Source: an optimization exercise on an open RTL-to-GDS flow (aim: small area, a short achievable clock period and few clock cycles per item). Production flows keep margins and buffers that such runs may drop.
In this exercise RTL edits were held to simulation tests only and were not proved equivalent to the original.
Power and IR drop assume default switching activity.

## run.sh

```bash
#!/bin/bash
# synth_recipe.tcl (not shown) runs the flow's synth.tcl, then flattens the netlist and writes it again
# the make line also repeats each setting of config.mk as NAME=value (left out here)
make -C /OpenROAD-flow-scripts/flow DESIGN_CONFIG=/design/flow/config.mk WORK_HOME=/design/flow/orfs CLKGATE_MAP_FILE= SYNTH_SCRIPT=/design/flow/synth_recipe.tcl finish
```

## config.mk

```make
export PLATFORM = sky130hd
export DESIGN_NAME = equal_power_crossfade_gain
export DESIGN_NICKNAME = equal_power_crossfade_gain
export VERILOG_FILES = /design/flow/design.v
export SDC_FILE = /design/flow/constraint.sdc
export NUM_CORES = 4
export LEC_CHECK = 0
export CAP_MARGIN = 20
export CORE_MARGIN = 2
export CORE_UTILIZATION = 40
export SLEW_MARGIN = 20
export SYNTH_MEMORY_MAX_BITS = 16384
```

## constraint.sdc

```tcl
create_clock -name core_clock -period 12.0 [get_ports {clk}]
set_input_delay 2.4000 -clock core_clock [delete_from_list [all_inputs] [get_ports {clk}]]
set_output_delay 2.4000 -clock core_clock [all_outputs]
set_load 0.01 [all_outputs]
```

## design.v

```verilog
package epcg_pkg;
  localparam int FRAME_COUNT_WIDTH = 16;
  localparam int SINE_TABLE_DEPTH  = 256;
  localparam int LEVEL_FRAC_BITS   = 16;
  localparam int FRAME_W   = FRAME_COUNT_WIDTH;
  localparam int FRAC_W    = LEVEL_FRAC_BITS;
  localparam int T_W       = FRAC_W + 1;                   
  localparam int IDX_W     = $clog2(SINE_TABLE_DEPTH + 1);
  localparam int DEPTH_LOG = $clog2(SINE_TABLE_DEPTH);
  localparam int DUR_W     = 16;
  localparam int LVL_W     = 17;                           
  localparam int Q16       = 16;
  localparam int GAIN_W    = 8;
  localparam int CFG_IDX_W = 2;
  localparam int DIV_W = (FRAME_W + FRAC_W > FRAME_W + DEPTH_LOG + 2) ?
                         (FRAME_W + FRAC_W) : (FRAME_W + DEPTH_LOG + 2);
  localparam int DVS_W = FRAME_W + 1;
  localparam int DCNT_W = $clog2(DIV_W + 1);
  localparam int MA_W   = 19;
  localparam int MB_W   = (T_W > LVL_W) ? T_W : LVL_W;
  localparam int PROD_W = MA_W + MB_W;
  localparam logic [LVL_W-1:0] MASTER_RESET = LVL_W'(65536);
  localparam logic [LVL_W-1:0] BUS_RESET    = LVL_W'(58982);
  localparam logic [CFG_IDX_W-1:0] CFG_MASTER = CFG_IDX_W'(0);
  localparam logic [CFG_IDX_W-1:0] CFG_BUS    = CFG_IDX_W'(1);
  typedef enum logic [4:0] {
    ST_IDLE, ST_START_RES, ST_IDLE_RES, ST_DIVT, ST_DIVT_WAIT, ST_DIVI,
    ST_DIVI_WAIT, ST_M1, ST_M2, ST_M3, ST_M4, ST_M5, ST_M6, ST_M7, ST_M8,
    ST_M9, ST_M10, ST_FIN
  } state_t;
  typedef enum logic [2:0] {
    MS_NONE, MS_START_ONEMT, MS_END_T, MS_LVL_W, MS_MV_BUS, MS_V_RATE, MS_V_LVL
  } mul_sel_t;
  typedef enum logic [2:0] {
    WB_NONE, WB_ACC, WB_LERP, WB_LVL, WB_V, WB_GAIN
  } wb_sel_t;
  typedef enum logic [1:0] {
    RES_NONE, RES_START, RES_IDLE, RES_TICK
  } res_sel_t;
  typedef struct packed {
    logic     load_fade;
    logic     step_elapsed;
    logic     div_start;
    logic     div_sel_idx;
    logic     cap_t;
    logic     cap_idx;
    mul_sel_t mul_sel;
    wb_sel_t  wb_sel;
    logic     trk;
    res_sel_t res_sel;
  } cmd_t;
  typedef struct packed {
    logic kind;
    logic active;
    logic div_done;
    logic out_full;
  } stat_t;
  typedef struct packed {
    logic             kind;
    logic [DUR_W-1:0] duration_frames;
    logic             has_out_track;
    logic             has_in_track;
    logic [LVL_W-1:0] out_start_level;
    logic [LVL_W-1:0] out_end_level;
    logic [LVL_W-1:0] in_start_level;
    logic [LVL_W-1:0] in_end_level;
    logic [LVL_W-1:0] out_clip_rate;
    logic [LVL_W-1:0] in_clip_rate;
  } in_item_t;
  typedef struct packed {
    logic [GAIN_W-1:0] out_gain;
    logic [GAIN_W-1:0] in_gain;
    logic              out_valid;
    logic              in_valid;
    logic              stop_out;
    logic              fade_done;
    logic              fading;
  } out_item_t;
endpackage
module epcg_sine_rom (
  input  logic [8:0]  idx,
  output logic [16:0] val
);
  always_comb begin
    case (idx)
      9'd0: val = 17'd0;
      9'd1: val = 17'd402;
      9'd2: val = 17'd804;
      9'd3: val = 17'd1206;
      9'd4: val = 17'd1608;
      9'd5: val = 17'd2010;
      9'd6: val = 17'd2412;
      9'd7: val = 17'd2814;
      9'd8: val = 17'd3216;
      9'd9: val = 17'd3617;
      9'd10: val = 17'd4019;
      9'd11: val = 17'd4420;
      9'd12: val = 17'd4821;
      9'd13: val = 17'd5222;
      9'd14: val = 17'd5623;
      9'd15: val = 17'd6023;
      9'd16: val = 17'd6424;
      9'd17: val = 17'd6824;
      9'd18: val = 17'd7224;
      9'd19: val = 17'd7623;
      9'd20: val = 17'd8022;
      9'd21: val = 17'd8421;
      9'd22: val = 17'd8820;
      9'd23: val = 17'd9218;
      9'd24: val = 17'd9616;
      9'd25: val = 17'd10014;
      9'd26: val = 17'd10411;
      9'd27: val = 17'd10808;
      9'd28: val = 17'd11204;
      9'd29: val = 17'd11600;
      9'd30: val = 17'd11996;
      9'd31: val = 17'd12391;
      9'd32: val = 17'd12785;
      9'd33: val = 17'd13180;
      9'd34: val = 17'd13573;
      9'd35: val = 17'd13966;
      9'd36: val = 17'd14359;
      9'd37: val = 17'd14751;
      9'd38: val = 17'd15143;
      9'd39: val = 17'd15534;
      9'd40: val = 17'd15924;
      9'd41: val = 17'd16314;
      9'd42: val = 17'd16703;
      9'd43: val = 17'd17091;
      9'd44: val = 17'd17479;
      9'd45: val = 17'd17867;
      9'd46: val = 17'd18253;
      9'd47: val = 17'd18639;
      9'd48: val = 17'd19024;
      9'd49: val = 17'd19409;
      9'd50: val = 17'd19792;
      9'd51: val = 17'd20175;
      9'd52: val = 17'd20557;
      9'd53: val = 17'd20939;
      9'd54: val = 17'd21320;
      9'd55: val = 17'd21699;
      9'd56: val = 17'd22078;
      9'd57: val = 17'd22457;
      9'd58: val = 17'd22834;
      9'd59: val = 17'd23210;
      9'd60: val = 17'd23586;
      9'd61: val = 17'd23961;
      9'd62: val = 17'd24335;
      9'd63: val = 17'd24708;
      9'd64: val = 17'd25080;
      9'd65: val = 17'd25451;
      9'd66: val = 17'd25821;
      9'd67: val = 17'd26190;
      9'd68: val = 17'd26558;
      9'd69: val = 17'd26925;
      9'd70: val = 17'd27291;
      9'd71: val = 17'd27656;
      9'd72: val = 17'd28020;
      9'd73: val = 17'd28383;
      9'd74: val = 17'd28745;
      9'd75: val = 17'd29106;
      9'd76: val = 17'd29466;
      9'd77: val = 17'd29824;
      9'd78: val = 17'd30182;
      9'd79: val = 17'd30538;
      9'd80: val = 17'd30893;
      9'd81: val = 17'd31248;
      9'd82: val = 17'd31600;
      9'd83: val = 17'd31952;
      9'd84: val = 17'd32303;
      9'd85: val = 17'd32652;
      9'd86: val = 17'd33000;
      9'd87: val = 17'd33347;
      9'd88: val = 17'd33692;
      9'd89: val = 17'd34037;
      9'd90: val = 17'd34380;
      9'd91: val = 17'd34721;
      9'd92: val = 17'd35062;
      9'd93: val = 17'd35401;
      9'd94: val = 17'd35738;
      9'd95: val = 17'd36075;
      9'd96: val = 17'd36410;
      9'd97: val = 17'd36744;
      9'd98: val = 17'd37076;
      9'd99: val = 17'd37407;
      9'd100: val = 17'd37736;
      9'd101: val = 17'd38064;
      9'd102: val = 17'd38391;
      9'd103: val = 17'd38716;
      9'd104: val = 17'd39040;
      9'd105: val = 17'd39362;
      9'd106: val = 17'd39683;
      9'd107: val = 17'd40002;
      9'd108: val = 17'd40320;
      9'd109: val = 17'd40636;
      9'd110: val = 17'd40951;
      9'd111: val = 17'd41264;
      9'd112: val = 17'd41576;
      9'd113: val = 17'd41886;
      9'd114: val = 17'd42194;
      9'd115: val = 17'd42501;
      9'd116: val = 17'd42806;
      9'd117: val = 17'd43110;
      9'd118: val = 17'd43412;
      9'd119: val = 17'd43713;
      9'd120: val = 17'd44011;
      9'd121: val = 17'd44308;
      9'd122: val = 17'd44604;
      9'd123: val = 17'd44898;
      9'd124: val = 17'd45190;
      9'd125: val = 17'd45480;
      9'd126: val = 17'd45769;
      9'd127: val = 17'd46056;
      9'd128: val = 17'd46341;
      9'd129: val = 17'd46624;
      9'd130: val = 17'd46906;
      9'd131: val = 17'd47186;
      9'd132: val = 17'd47464;
      9'd133: val = 17'd47741;
      9'd134: val = 17'd48015;
      9'd135: val = 17'd48288;
      9'd136: val = 17'd48559;
      9'd137: val = 17'd48828;
      9'd138: val = 17'd49095;
      9'd139: val = 17'd49361;
      9'd140: val = 17'd49624;
      9'd141: val = 17'd49886;
      9'd142: val = 17'd50146;
      9'd143: val = 17'd50404;
      9'd144: val = 17'd50660;
      9'd145: val = 17'd50914;
      9'd146: val = 17'd51166;
      9'd147: val = 17'd51417;
      9'd148: val = 17'd51665;
      9'd149: val = 17'd51911;
      9'd150: val = 17'd52156;
      9'd151: val = 17'd52398;
      9'd152: val = 17'd52639;
      9'd153: val = 17'd52878;
      9'd154: val = 17'd53114;
      9'd155: val = 17'd53349;
      9'd156: val = 17'd53581;
      9'd157: val = 17'd53812;
      9'd158: val = 17'd54040;
      9'd159: val = 17'd54267;
      9'd160: val = 17'd54491;
      9'd161: val = 17'd54714;
      9'd162: val = 17'd54934;
      9'd163: val = 17'd55152;
      9'd164: val = 17'd55368;
      9'd165: val = 17'd55582;
      9'd166: val = 17'd55794;
      9'd167: val = 17'd56004;
      9'd168: val = 17'd56212;
      9'd169: val = 17'd56418;
      9'd170: val = 17'd56621;
      9'd171: val = 17'd56823;
      9'd172: val = 17'd57022;
      9'd173: val = 17'd57219;
      9'd174: val = 17'd57414;
      9'd175: val = 17'd57607;
      9'd176: val = 17'd57798;
      9'd177: val = 17'd57986;
      9'd178: val = 17'd58172;
      9'd179: val = 17'd58356;
      9'd180: val = 17'd58538;
      9'd181: val = 17'd58718;
      9'd182: val = 17'd58896;
      9'd183: val = 17'd59071;
      9'd184: val = 17'd59244;
      9'd185: val = 17'd59415;
      9'd186: val = 17'd59583;
      9'd187: val = 17'd59750;
      9'd188: val = 17'd59914;
      9'd189: val = 17'd60075;
      9'd190: val = 17'd60235;
      9'd191: val = 17'd60392;
      9'd192: val = 17'd60547;
      9'd193: val = 17'd60700;
      9'd194: val = 17'd60851;
      9'd195: val = 17'd60999;
      9'd196: val = 17'd61145;
      9'd197: val = 17'd61288;
      9'd198: val = 17'd61429;
      9'd199: val = 17'd61568;
      9'd200: val = 17'd61705;
      9'd201: val = 17'd61839;
      9'd202: val = 17'd61971;
      9'd203: val = 17'd62101;
      9'd204: val = 17'd62228;
      9'd205: val = 17'd62353;
      9'd206: val = 17'd62476;
      9'd207: val = 17'd62596;
      9'd208: val = 17'd62714;
      9'd209: val = 17'd62830;
      9'd210: val = 17'd62943;
      9'd211: val = 17'd63054;
      9'd212: val = 17'd63162;
      9'd213: val = 17'd63268;
      9'd214: val = 17'd63372;
      9'd215: val = 17'd63473;
      9'd216: val = 17'd63572;
      9'd217: val = 17'd63668;
      9'd218: val = 17'd63763;
      9'd219: val = 17'd63854;
      9'd220: val = 17'd63944;
      9'd221: val = 17'd64031;
      9'd222: val = 17'd64115;
      9'd223: val = 17'd64197;
      9'd224: val = 17'd64277;
      9'd225: val = 17'd64354;
      9'd226: val = 17'd64429;
      9'd227: val = 17'd64501;
      9'd228: val = 17'd64571;
      9'd229: val = 17'd64639;
      9'd230: val = 17'd64704;
      9'd231: val = 17'd64766;
      9'd232: val = 17'd64827;
      9'd233: val = 17'd64884;
      9'd234: val = 17'd64940;
      9'd235: val = 17'd64993;
      9'd236: val = 17'd65043;
      9'd237: val = 17'd65091;
      9'd238: val = 17'd65137;
      9'd239: val = 17'd65180;
      9'd240: val = 17'd65220;
      9'd241: val = 17'd65259;
      9'd242: val = 17'd65294;
      9'd243: val = 17'd65328;
      9'd244: val = 17'd65358;
      9'd245: val = 17'd65387;
      9'd246: val = 17'd65413;
      9'd247: val = 17'd65436;
      9'd248: val = 17'd65457;
      9'd249: val = 17'd65476;
      9'd250: val = 17'd65492;
      9'd251: val = 17'd65505;
      9'd252: val = 17'd65516;
      9'd253: val = 17'd65525;
      9'd254: val = 17'd65531;
      9'd255: val = 17'd65535;
      9'd256: val = 17'd65536;
      default: val = 17'd0;
    endcase
  end
endmodule
import epcg_pkg::*;
module epcg_divider (
  input  logic                      clk,
  input  logic                      rst_n,
  input  logic                      start,
  input  logic [epcg_pkg::DIV_W-1:0] dividend,
  input  logic [epcg_pkg::DVS_W-1:0] divisor,
  output logic [epcg_pkg::DIV_W-1:0] quotient,
  output logic                      done
);
  logic              busy_r, busy_nxt;
  logic              done_r, done_nxt;
  logic [DCNT_W-1:0] cnt_r, cnt_nxt;
  logic [DVS_W-1:0]  rem_r, rem_nxt;
  logic [DIV_W-1:0]  quo_r, quo_nxt;
  logic [DVS_W-1:0]  dvs_r, dvs_nxt;
  logic [DVS_W:0]    trial;
  logic [DVS_W:0]    diff;
  assign trial = {rem_r, quo_r[DIV_W-1]};
  assign diff  = trial - {1'b0, dvs_r};
  always_comb begin
    busy_nxt = busy_r;
    done_nxt = done_r;
    cnt_nxt  = cnt_r;
    rem_nxt  = rem_r;
    quo_nxt  = quo_r;
    dvs_nxt  = dvs_r;
    if (start) begin
      busy_nxt = 1'b1;
      done_nxt = 1'b0;
      cnt_nxt  = DCNT_W'(DIV_W);
      rem_nxt  = '0;
      quo_nxt  = dividend;
      dvs_nxt  = divisor;
    end else if (busy_r) begin
      if (trial >= {1'b0, dvs_r}) begin
        rem_nxt = diff[DVS_W-1:0];
        quo_nxt = {quo_r[DIV_W-2:0], 1'b1};
      end else begin
        rem_nxt = trial[DVS_W-1:0];
        quo_nxt = {quo_r[DIV_W-2:0], 1'b0};
      end
      cnt_nxt = cnt_r - 1'b1;
      if (cnt_r == DCNT_W'(1)) begin
        busy_nxt = 1'b0;
        done_nxt = 1'b1;
      end
    end
  end
  always_ff @(posedge clk) begin
    if (!rst_n) begin
      busy_r <= 1'b0;
      done_r <= 1'b0;
      cnt_r  <= '0;
    end else begin
      busy_r <= busy_nxt;
      done_r <= done_nxt;
      cnt_r  <= cnt_nxt;
    end
  end
  always_ff @(posedge clk) begin
    rem_r <= rem_nxt;
    quo_r <= quo_nxt;
    dvs_r <= dvs_nxt;
  end
  assign quotient = quo_r;
  assign done     = done_r;
endmodule
import epcg_pkg::*;
module epcg_controller (
  input  logic            clk,
  input  logic            rst_n,
  input  logic            in_valid,
  output logic            in_ready,
  input  epcg_pkg::stat_t stat,
  output epcg_pkg::cmd_t  cmd
);
  epcg_pkg::state_t state_r;
  epcg_pkg::state_t state_nxt;
  logic   trk_r, trk_nxt;
  always_comb begin
    state_nxt = state_r;
    trk_nxt   = trk_r;
    case (state_r)
      ST_IDLE: begin
        if (in_valid) begin
          if (stat.kind)        state_nxt = ST_START_RES;
          else if (stat.active) state_nxt = ST_DIVT;
          else                  state_nxt = ST_IDLE_RES;
        end
      end
      ST_START_RES: if (!stat.out_full) state_nxt = ST_IDLE;
      ST_IDLE_RES:  if (!stat.out_full) state_nxt = ST_IDLE;
      ST_DIVT:      state_nxt = ST_DIVT_WAIT;
      ST_DIVT_WAIT: if (stat.div_done) state_nxt = ST_DIVI;
      ST_DIVI:      state_nxt = ST_DIVI_WAIT;
      ST_DIVI_WAIT: begin
        if (stat.div_done) begin
          state_nxt = ST_M1;
          trk_nxt   = 1'b0;
        end
      end
      ST_M1:  state_nxt = ST_M2;
      ST_M2:  state_nxt = ST_M3;
      ST_M3:  state_nxt = ST_M4;
      ST_M4:  state_nxt = ST_M5;
      ST_M5:  state_nxt = ST_M6;
      ST_M6:  state_nxt = ST_M7;
      ST_M7:  state_nxt = ST_M8;
      ST_M8:  state_nxt = ST_M9;
      ST_M9:  state_nxt = ST_M10;
      ST_M10: begin
        if (trk_r) begin
          state_nxt = ST_FIN;
        end else begin
          state_nxt = ST_M1;
          trk_nxt   = 1'b1;
        end
      end
      ST_FIN:  if (!stat.out_full) state_nxt = ST_IDLE;
      default: state_nxt = ST_IDLE;
    endcase
  end
  always_comb begin
    cmd      = '0;
    cmd.trk  = trk_r;
    in_ready = 1'b0;
    case (state_r)
      ST_IDLE: begin
        in_ready         = 1'b1;
        cmd.load_fade    = in_valid & stat.kind;
        cmd.step_elapsed = in_valid & ~stat.kind & stat.active;
      end
      ST_START_RES: if (!stat.out_full) cmd.res_sel = RES_START;
      ST_IDLE_RES:  if (!stat.out_full) cmd.res_sel = RES_IDLE;
      ST_DIVT:      cmd.div_start = 1'b1;
      ST_DIVT_WAIT: cmd.cap_t = stat.div_done;
      ST_DIVI: begin
        cmd.div_start   = 1'b1;
        cmd.div_sel_idx = 1'b1;
      end
      ST_DIVI_WAIT: cmd.cap_idx = stat.div_done;
      ST_M1:  cmd.mul_sel = MS_START_ONEMT;
      ST_M2: begin
        cmd.mul_sel = MS_END_T;
        cmd.wb_sel  = WB_ACC;
      end
      ST_M3:  cmd.wb_sel = WB_LERP;
      ST_M4:  cmd.mul_sel = MS_LVL_W;
      ST_M5: begin
        cmd.mul_sel = MS_MV_BUS;
        cmd.wb_sel  = WB_LVL;
      end
      ST_M6:  cmd.wb_sel = WB_V;
      ST_M7:  cmd.mul_sel = MS_V_RATE;
      ST_M8:  cmd.wb_sel = WB_V;
      ST_M9:  cmd.mul_sel = MS_V_LVL;
      ST_M10: cmd.wb_sel = WB_GAIN;
      ST_FIN: if (!stat.out_full) cmd.res_sel = RES_TICK;
      default: cmd = '0;
    endcase
  end
  always_ff @(posedge clk) begin
    if (!rst_n) begin
      state_r <= ST_IDLE;
      trk_r   <= 1'b0;
    end else begin
      state_r <= state_nxt;
      trk_r   <= trk_nxt;
    end
  end
endmodule
import epcg_pkg::*;
module epcg_datapath (
  input  logic                          clk,
  input  logic                          rst_n,
  input  epcg_pkg::cmd_t                cmd,
  output epcg_pkg::stat_t               stat,
  input  epcg_pkg::in_item_t            in_item,
  input  logic                          cfg_wr,
  input  logic [epcg_pkg::CFG_IDX_W-1:0] cfg_index,
  input  logic [epcg_pkg::LVL_W-1:0]    cfg_data,
  input  logic                          out_pop,
  output logic                          out_full,
  output epcg_pkg::out_item_t           out_item
);
  localparam logic [T_W-1:0]   ONE_T   = T_W'(1) << FRAC_W;
  localparam logic [PROD_W:0]  HALF_T  = (PROD_W + 1)'(1) << (FRAC_W - 1);
  localparam logic [PROD_W:0]  HALF_16 = (PROD_W + 1)'(1) << (Q16 - 1);
  localparam logic [LVL_W-1:0] LVL_ONE = LVL_W'(1) << Q16;
  localparam logic [IDX_W-1:0] DEPTH_I = IDX_W'(SINE_TABLE_DEPTH);
  logic [LVL_W-1:0]   mv_r, bus_r;
  logic               active_r;
  logic [FRAME_W-1:0] elapsed_r;
  logic [FRAME_W-1:0] len_r;
  logic [1:0]         present_r;
  logic [LVL_W-1:0]   ep_r [4];
  logic [LVL_W-1:0]   rate_r [2];
  logic [T_W-1:0]     t_r;
  logic [IDX_W-1:0]   idx_r;
  logic [PROD_W-1:0]  prod_r;
  logic [PROD_W:0]    acc_r;
  logic [LVL_W-1:0]   lvl_r;
  logic [MA_W-1:0]    v_r;
  logic [GAIN_W-1:0]  gain_r [2];
  logic               out_full_r;
  epcg_pkg::out_item_t          out_item_r;
  logic [DIV_W-1:0]   div_num;
  logic [DVS_W-1:0]   div_den;
  logic [DIV_W-1:0]   div_q;
  logic               div_done;
  assign div_num = cmd.div_sel_idx ?
                   (DIV_W'(elapsed_r) * DIV_W'(2 * SINE_TABLE_DEPTH) + DIV_W'(len_r)) :
                   (DIV_W'(elapsed_r) << FRAC_W);
  assign div_den = cmd.div_sel_idx ? {len_r, 1'b0} : DVS_W'(len_r);
  epcg_divider u_div (
    .clk      (clk),
    .rst_n    (rst_n),
    .start    (cmd.div_start),
    .dividend (div_num),
    .divisor  (div_den),
    .quotient (div_q),
    .done     (div_done)
  );
  logic [LVL_W-1:0]  trk_start, trk_end, trk_rate;
  logic [T_W-1:0]    trk_w;
  logic [MA_W-1:0]   mul_a;
  logic [MB_W-1:0]   mul_b;
  logic [PROD_W-1:0] prod_nxt;
  assign trk_start = cmd.trk ? ep_r[2] : ep_r[0];
  assign trk_end   = cmd.trk ? ep_r[3] : ep_r[1];
  assign trk_rate  = rate_r[cmd.trk];
  logic [T_W-1:0]    sin_w, cos_w;
  epcg_sine_rom u_sin (.idx(idx_r),           .val(sin_w));
  epcg_sine_rom u_cos (.idx(DEPTH_I - idx_r), .val(cos_w));
  assign trk_w     = cmd.trk ? sin_w : cos_w;
  always_comb begin
    mul_a = '0;
    mul_b = '0;
    case (cmd.mul_sel)
      MS_START_ONEMT: begin mul_a = MA_W'(trk_start); mul_b = MB_W'(ONE_T - t_r); end
      MS_END_T:       begin mul_a = MA_W'(trk_end);   mul_b = MB_W'(t_r);         end
      MS_LVL_W:       begin mul_a = MA_W'(lvl_r);     mul_b = MB_W'(trk_w);       end
      MS_MV_BUS:      begin mul_a = MA_W'(mv_r);      mul_b = MB_W'(bus_r);       end
      MS_V_RATE:      begin mul_a = v_r;              mul_b = MB_W'(trk_rate);    end
      MS_V_LVL:       begin mul_a = v_r;              mul_b = MB_W'(lvl_r);       end
      default:        begin mul_a = '0;               mul_b = '0;                 end
    endcase
  end
  assign prod_nxt = PROD_W'(mul_a) * PROD_W'(mul_b);
  logic [PROD_W:0]   lerp_sum, rnd_t, rnd_16;
  logic [LVL_W-1:0]  v_clamp;
  logic [23:0]       gain_sum;
  logic [GAIN_W-1:0] gain_new;
  assign lerp_sum = acc_r + {1'b0, prod_r} + HALF_T;
  assign rnd_t    = {1'b0, prod_r} + HALF_T;
  assign rnd_16   = {1'b0, prod_r} + HALF_16;
  assign v_clamp  = ((rnd_16 >> Q16) > (PROD_W + 1)'(LVL_ONE)) ? LVL_ONE :
                    LVL_W'(rnd_16 >> Q16);
  assign gain_sum = ({7'd0, v_clamp} << 8) - {7'd0, v_clamp} + 24'd32768;
  assign gain_new = gain_sum[23:16];
  logic [T_W-1:0]   t_clamp;
  logic [IDX_W-1:0] idx_clamp;
  assign t_clamp   = (div_q > DIV_W'(ONE_T)) ? ONE_T : T_W'(div_q);
  assign idx_clamp = (div_q > DIV_W'(SINE_TABLE_DEPTH)) ? DEPTH_I : IDX_W'(div_q);
  logic t_done;
  assign t_done = (t_r >= ONE_T);
  always_ff @(posedge clk) begin
    if (!rst_n) begin
      mv_r      <= MASTER_RESET;
      bus_r     <= BUS_RESET;
      active_r  <= 1'b0;
      elapsed_r <= '0;
      len_r     <= '0;
      present_r <= '0;
      for (int i = 0; i < 4; i++) ep_r[i] <= '0;
      for (int i = 0; i < 2; i++) rate_r[i] <= '0;
    end else begin
      if (cfg_wr) begin
        case (cfg_index)
          CFG_MASTER: mv_r  <= cfg_data;
          CFG_BUS:    bus_r <= cfg_data;
          default:    ;
        endcase
      end
      if (cmd.load_fade) begin
        len_r     <= FRAME_W'(in_item.duration_frames);
        present_r <= {in_item.has_in_track, in_item.has_out_track};
        ep_r[0]   <= in_item.out_start_level;
        ep_r[1]   <= in_item.out_end_level;
        ep_r[2]   <= in_item.in_start_level;
        ep_r[3]   <= in_item.in_end_level;
        rate_r[0] <= in_item.out_clip_rate;
        rate_r[1] <= in_item.in_clip_rate;
        elapsed_r <= '0;
        active_r  <= (FRAME_W'(in_item.duration_frames) != '0);
      end else if (cmd.step_elapsed) begin
        if (elapsed_r < len_r) elapsed_r <= FRAME_W'(elapsed_r + 1'b1);
      end else if (cmd.res_sel == RES_TICK && t_done) begin
        active_r  <= 1'b0;
        elapsed_r <= '0;
        len_r     <= '0;
        present_r <= '0;
        for (int i = 0; i < 4; i++) ep_r[i] <= '0;
        for (int i = 0; i < 2; i++) rate_r[i] <= '0;
      end
    end
  end
  always_ff @(posedge clk) begin
    if (cmd.cap_t)   t_r   <= t_clamp;
    if (cmd.cap_idx) idx_r <= idx_clamp;
    if (cmd.mul_sel != MS_NONE) prod_r <= prod_nxt;
    case (cmd.wb_sel)
      WB_ACC:  acc_r         <= {1'b0, prod_r};
      WB_LERP: lvl_r         <= LVL_W'(lerp_sum >> FRAC_W);
      WB_LVL:  lvl_r         <= LVL_W'(rnd_t >> FRAC_W);
      WB_V:    v_r           <= MA_W'(rnd_16 >> Q16);
      WB_GAIN: gain_r[cmd.trk] <= gain_new;
      default: ;
    endcase
  end
  epcg_pkg::out_item_t res_nxt;
  always_comb begin
    res_nxt = '0;
    case (cmd.res_sel)
      RES_START: res_nxt.fading = active_r;
      RES_TICK: begin
        res_nxt.out_gain  = present_r[0] ? gain_r[0] : '0;
        res_nxt.in_gain   = present_r[1] ? gain_r[1] : '0;
        res_nxt.out_valid = present_r[0];
        res_nxt.in_valid  = present_r[1];
        res_nxt.stop_out  = present_r[0] & t_done;
        res_nxt.fade_done = t_done;
        res_nxt.fading    = ~t_done;
      end
      default: res_nxt = '0;
    endcase
  end
  always_ff @(posedge clk) begin
    if (!rst_n) begin
      out_full_r <= 1'b0;
    end else if (cmd.res_sel != RES_NONE) begin
      out_full_r <= 1'b1;
    end else if (out_pop) begin
      out_full_r <= 1'b0;
    end
  end
  always_ff @(posedge clk) begin
    if (cmd.res_sel != RES_NONE) out_item_r <= res_nxt;
  end
  assign out_full      = out_full_r;
  assign out_item      = out_item_r;
  assign stat.kind     = in_item.kind;
  assign stat.active   = active_r;
  assign stat.div_done = div_done;
  assign stat.out_full = out_full_r;
endmodule
import epcg_pkg::*;
module equal_power_crossfade_gain (
  input  logic        clk,
  input  logic        rst_n,
  input  logic        in_valid,
  output logic        in_ready,
  input  logic        in_kind,
  input  logic [15:0] in_duration_frames,
  input  logic        in_has_out_track,
  input  logic        in_has_in_track,
  input  logic [16:0] in_out_start_level,
  input  logic [16:0] in_out_end_level,
  input  logic [16:0] in_in_start_level,
  input  logic [16:0] in_in_end_level,
  input  logic [16:0] in_out_clip_rate,
  input  logic [16:0] in_in_clip_rate,
  output logic        out_valid,
  input  logic        out_ready,
  output logic [7:0]  out_out_gain,
  output logic [7:0]  out_in_gain,
  output logic        out_out_valid,
  output logic        out_in_valid,
  output logic        out_stop_out,
  output logic        out_fade_done,
  output logic        out_fading,
  input  logic        cfg_valid,
  output logic        cfg_ready,
  input  logic [1:0]  cfg_index,
  input  logic [16:0] cfg_data
);
  epcg_pkg::cmd_t      cmd;
  epcg_pkg::stat_t     stat;
  epcg_pkg::in_item_t  in_item;
  epcg_pkg::out_item_t out_item;
  logic      out_full;
  assign in_item.kind            = in_kind;
  assign in_item.duration_frames = in_duration_frames;
  assign in_item.has_out_track   = in_has_out_track;
  assign in_item.has_in_track    = in_has_in_track;
  assign in_item.out_start_level = in_out_start_level;
  assign in_item.out_end_level   = in_out_end_level;
  assign in_item.in_start_level  = in_in_start_level;
  assign in_item.in_end_level    = in_in_end_level;
  assign in_item.out_clip_rate   = in_out_clip_rate;
  assign in_item.in_clip_rate    = in_in_clip_rate;
  assign cfg_ready = 1'b1;
  epcg_controller u_ctrl (
    .clk      (clk),
    .rst_n    (rst_n),
    .in_valid (in_valid),
    .in_ready (in_ready),
    .stat     (stat),
    .cmd      (cmd)
  );
  epcg_datapath u_dp (
    .clk       (clk),
    .rst_n     (rst_n),
    .cmd       (cmd),
    .stat      (stat),
    .in_item   (in_item),
    .cfg_wr    (cfg_valid),
    .cfg_index (cfg_index),
    .cfg_data  (cfg_data),
    .out_pop   (out_valid & out_ready),
    .out_full  (out_full),
    .out_item  (out_item)
  );
  assign out_valid     = out_full;
  assign out_out_gain  = out_item.out_gain;
  assign out_in_gain   = out_item.in_gain;
  assign out_out_valid = out_item.out_valid;
  assign out_in_valid  = out_item.in_valid;
  assign out_stop_out  = out_item.stop_out;
  assign out_fade_done = out_item.fade_done;
  assign out_fading    = out_item.fading;
endmodule
```

==> notes.md <==
per-stage QoR:
stage	setup slack [ns]	std cells	hold slack, ns	cell area, sq um
floorplan	1.35	4813	0.427	40200
global route	0.259	6196	0.468	45300
finish	0.746	6199	0.438	45300
CTS	0.811	6195	0.437	45200
detailed placement	0.847	6099	0.442	43500
global placement	0.905	6098	0.440	43500
worst max path at each step:
stage	startpoint	to	slack, ns	cells after the start
after floorplan	u_dp.idx_r[0]$_SDFFCE_PP0P_	u_dp.prod_r[34]$_DFFE_PP_	1.35	39
after global placement	u_dp.idx_r[1]$_SDFFCE_PP0P_	u_dp.prod_r[35]$_DFFE_PP_	0.90	35
after detailed placement	u_dp.idx_r[1]$_SDFFCE_PP0P_	u_dp.prod_r[35]$_DFFE_PP_	0.85	35
after CTS	u_dp.idx_r[1]$_SDFFCE_PP0P_	u_dp.prod_r[35]$_DFFE_PP_	0.81	35
after global routing	u_dp.idx_r[1]$_SDFFCE_PP0P_	u_dp.prod_r[35]$_DFFE_PP_	0.26	35
final	u_dp.idx_r[1]$_SDFFCE_PP0P_	u_dp.prod_r[35]$_DFFE_PP_	0.75	35
where the power goes:
group / leakage [uW] / switching, uW / internal, uW
combinational: 0.0139 / 582 / 428
sequential: 0.00381 / 149 / 1790
clock: 0.000835 / 685 / 935
metal layers:
metal | global-route usage (%) | vias to the layer above | part of all wire, %
met3 | 8.12 | 402 | 12
met1 | 41.9 | 18399 | 41
met2 | 45.7 | 2249 | 43
met4 | 11.9 | 10 | 4.5
li1 | - | 17118 | -
met5 | 0 | - | 0.043
kinds of logic (layout without fill, tap and decap cells):
| group | count (synthesis) | in the layout | synth area share, % |
|---|---|---|---|
| flip-flops | 437 | 437 | 27.1 |
| XOR/XNOR | 134 | 134 | 2.92 |
| buffers and inverters | 744 | 829 | 7.40 |
| other | 1 | 4 | 0.00932 |
| adder cells (fa/ha/maj) | 542 | 542 | 21.6 |
| multiplexers | 48 | 48 | 1.30 |
| AND/OR/NAND/NOR | 1554 | 1554 | 17.1 |
| AO/OA/AOI/OAI | 1353 | 1353 | 22.5 |
worst max-delay path: cells and delay by family, from the launching register on:
family          cells  cell delay [ns]
compound gates     11             3.39
xor+xnor            1             0.10
fa+ha+maj           7             3.49
buf+inv             7             1.54
flops               1             0.41
simple gates        9             2.02
flip-flops by register name, summed over array words and instances (netlist names), 16 cells and up:
name / count
u_dp.t_r: 17
u_dp.bus_r: 17
u_dp.u_div.quo_r: 32
u_dp.u_div.dvs_r: 17
u_dp.lvl_r: 17
u_dp.u_div.rem_r: 17
u_dp.gain_r: 16
u_dp.len_r: 16
u_dp.rate_r: 34
u_dp.sin_w: 17
u_dp.v_r: 19
u_dp.elapsed_r: 16
u_dp.mv_r: 17
u_dp.acc_r: 33
u_dp.prod_r: 36
u_dp.ep_r: 68
u_dp.out_item_r: 21
cell usage after synthesis (65+ instances only):
master      n
a211oi_1  101
a21oi_1   346
a22o_1    124
a31oi_1    68
buf_2      73
clkbuf_1  213
dfxtp_1   220
edfxtp_1  217
fa_1      256
ha_1      286
inv_1     410
nand2_1   637
nand3_1   122
nor2_1    436
nor3_1     78
o21ai_0   276
xnor2_1    65
xor2_1     69
area by class of cell:
type                       count  area [sq um]  share of cell area, %
multi-input combinational   3632         26600                   58.7
sequential                   437         10900                   24.1
timing repair buffer         316          2860                   6.30
tap                         1298          1620                   3.59
inverter                     417          1570                   3.46
clock buffer                  71          1440                   3.19
clock inverter                25           290                  0.641
antenna                        3          7.51                 0.0166
==> notes.md <==
WHS Path Cells 0; count of input and output buffers 167; crit path max fanout 38; CP arrival about 12 ns; Die Y 321 microns; Worst VDD drop around 0.00014 V; Die W ~320 microns; Required @ worst endpoint approximately 12 ns; DRC errors left 0; post-synth top area share 16.2%; Pre-Repair DR Iteration Count 8; Hold EP u_dp.acc_r[2]$_DFFE_PN_; PostCTS Resize Cnt 0; commonest non-fill, non-tap cell in the layout nand2_1; first-pass GRT wire length 239,000 microns; min-delay src u_dp.prod_r[2]$_DFFE_PP_; Post-synth ARST share 0%; nature of the critical path startpoint flop; CTS tree built; Clock Path Buffers 3; unrepaired setup endpoints after global routing no; fin crit share 93.8%; Yosys reg bits about 440; Vias about 38,000; # fillers around 9,900; syn_area_per_cell between 8 and 9 sq um; # Max-Cap Violations 0; status no timing/DRC/antenna violations; Cells after Synth 4,813; clock root buffer clkbuf_16; Area growth, synth to finish 12.5%; Crit-path slowest cell o31ai_4; Final Hold Violating Endpoints 0; Slew Limit Fails 0; vias in the first global route between 30,000 and 40,000; Slew @ Worst Pin roughly 1.1 ns; Main synth FF type dfxtp_1; endpoint class of the critical path flop; R2R depth 35; Nets ~5,500; Starting Density between 40% and 50%; most frequent cells in the layout 637 x nand2_1, 430 x nor2_1, 408 x inv_1; Routed WL roughly 160,000 microns; Inserted Clock Buffers between 50 and 60; HP Class reg2reg; global placement routability congestion around 1; post-layout util between 40% and 50%; Post-CTS Setup Repair Bufs 0; Final TNS setup 0 ns; Hold Buf Count CTS 0; largest net degree at the start of global routing 84; Net Count, Synth ~5,500; total grt overflow 0; Final Setup Violations 0; leading area contributor after synthesis edfxtp_1; Total GRT Usage approximately 31%; Synth area leaders edfxtp_1 16%, fa_1 13%, dfxtp_1 11%; Overall Power around 4600 uW; I/O Pins roughly 170; FF-to-FF End u_dp.prod_r[35]$_DFFE_PP_; clock sink total approximately 440; CORE AREA roughly 0.10 sq mm; die area just over 0.1 sq mm; Leakage Power about 0.019 uW; synth unique cells 95; hpwl dp 119,000 microns; Post-DRT Antenna Nets 0; Final min period 11.25 ns; drt initial violations between 5,000 and 6,000; initial antenna violation count 9; # rows approximately 120; mapped cell area between 0.04 and 0.05 sq mm; via density per instance 6.16; kind of critical path reg2reg; clock latency (worst-skew pair) approximately 0.64 ns; ratio of cells with drive above 1 in the final layout 6.49%; Cell Pwr Density 101 mW/mm^2; H-tree depth 2; Seq/Total Area, Yosys a little over a quarter; Worst slew margin between 20% and 30%; reg2reg setup slack 0.75 ns; drt wl/cell 25.7 microns; EDFF count, synth approximately 220; Reg-to-Reg Start u_dp.idx_r[1]$_SDFFCE_PP0P_; Clock transition at path regs about 0.060 ns; most used cell, CP fa_1; Layout Skew around 0.035 ns; Yosys warnings 6; fmax 0.0889 GHz; max incr delay on CP around 0.65 ns
Testbench counts, summed over its fixed seeds: cycles 479,200, items 5,760.

static timing again, ports no longer ideal:
Ports are ideal in the flow. The routed layout listed here was re-timed in OpenROAD. Step 1 (the two cells are an assumption about what drives the block):
set clk [get_ports {clk}]
set_driving_cell -lib_cell sky130_fd_sc_hd__clkbuf_16 $clk
set_driving_cell -lib_cell sky130_fd_sc_hd__buf_2 [delete_from_list [all_inputs] $clk]
Step 2 adds t to the input delays and takes it off the output delays; t is the mean of the earliest and latest rising clock arrival at the registers after step 1. Input paths then give back, and output paths get back, about the clock's delay inside the block. Three values: ideal ports, drivers, drivers and shift; two values: the first two.
shift t [ns]: 0.697
setup slack, ns: 0.746 / 0.746 / 0.746
cell pins on the clock port's net: 1
After both steps setup and hold are still met in this run. The setup slack of this run moves by 0.000 ns with the drivers and by 0.000 ns with both steps.
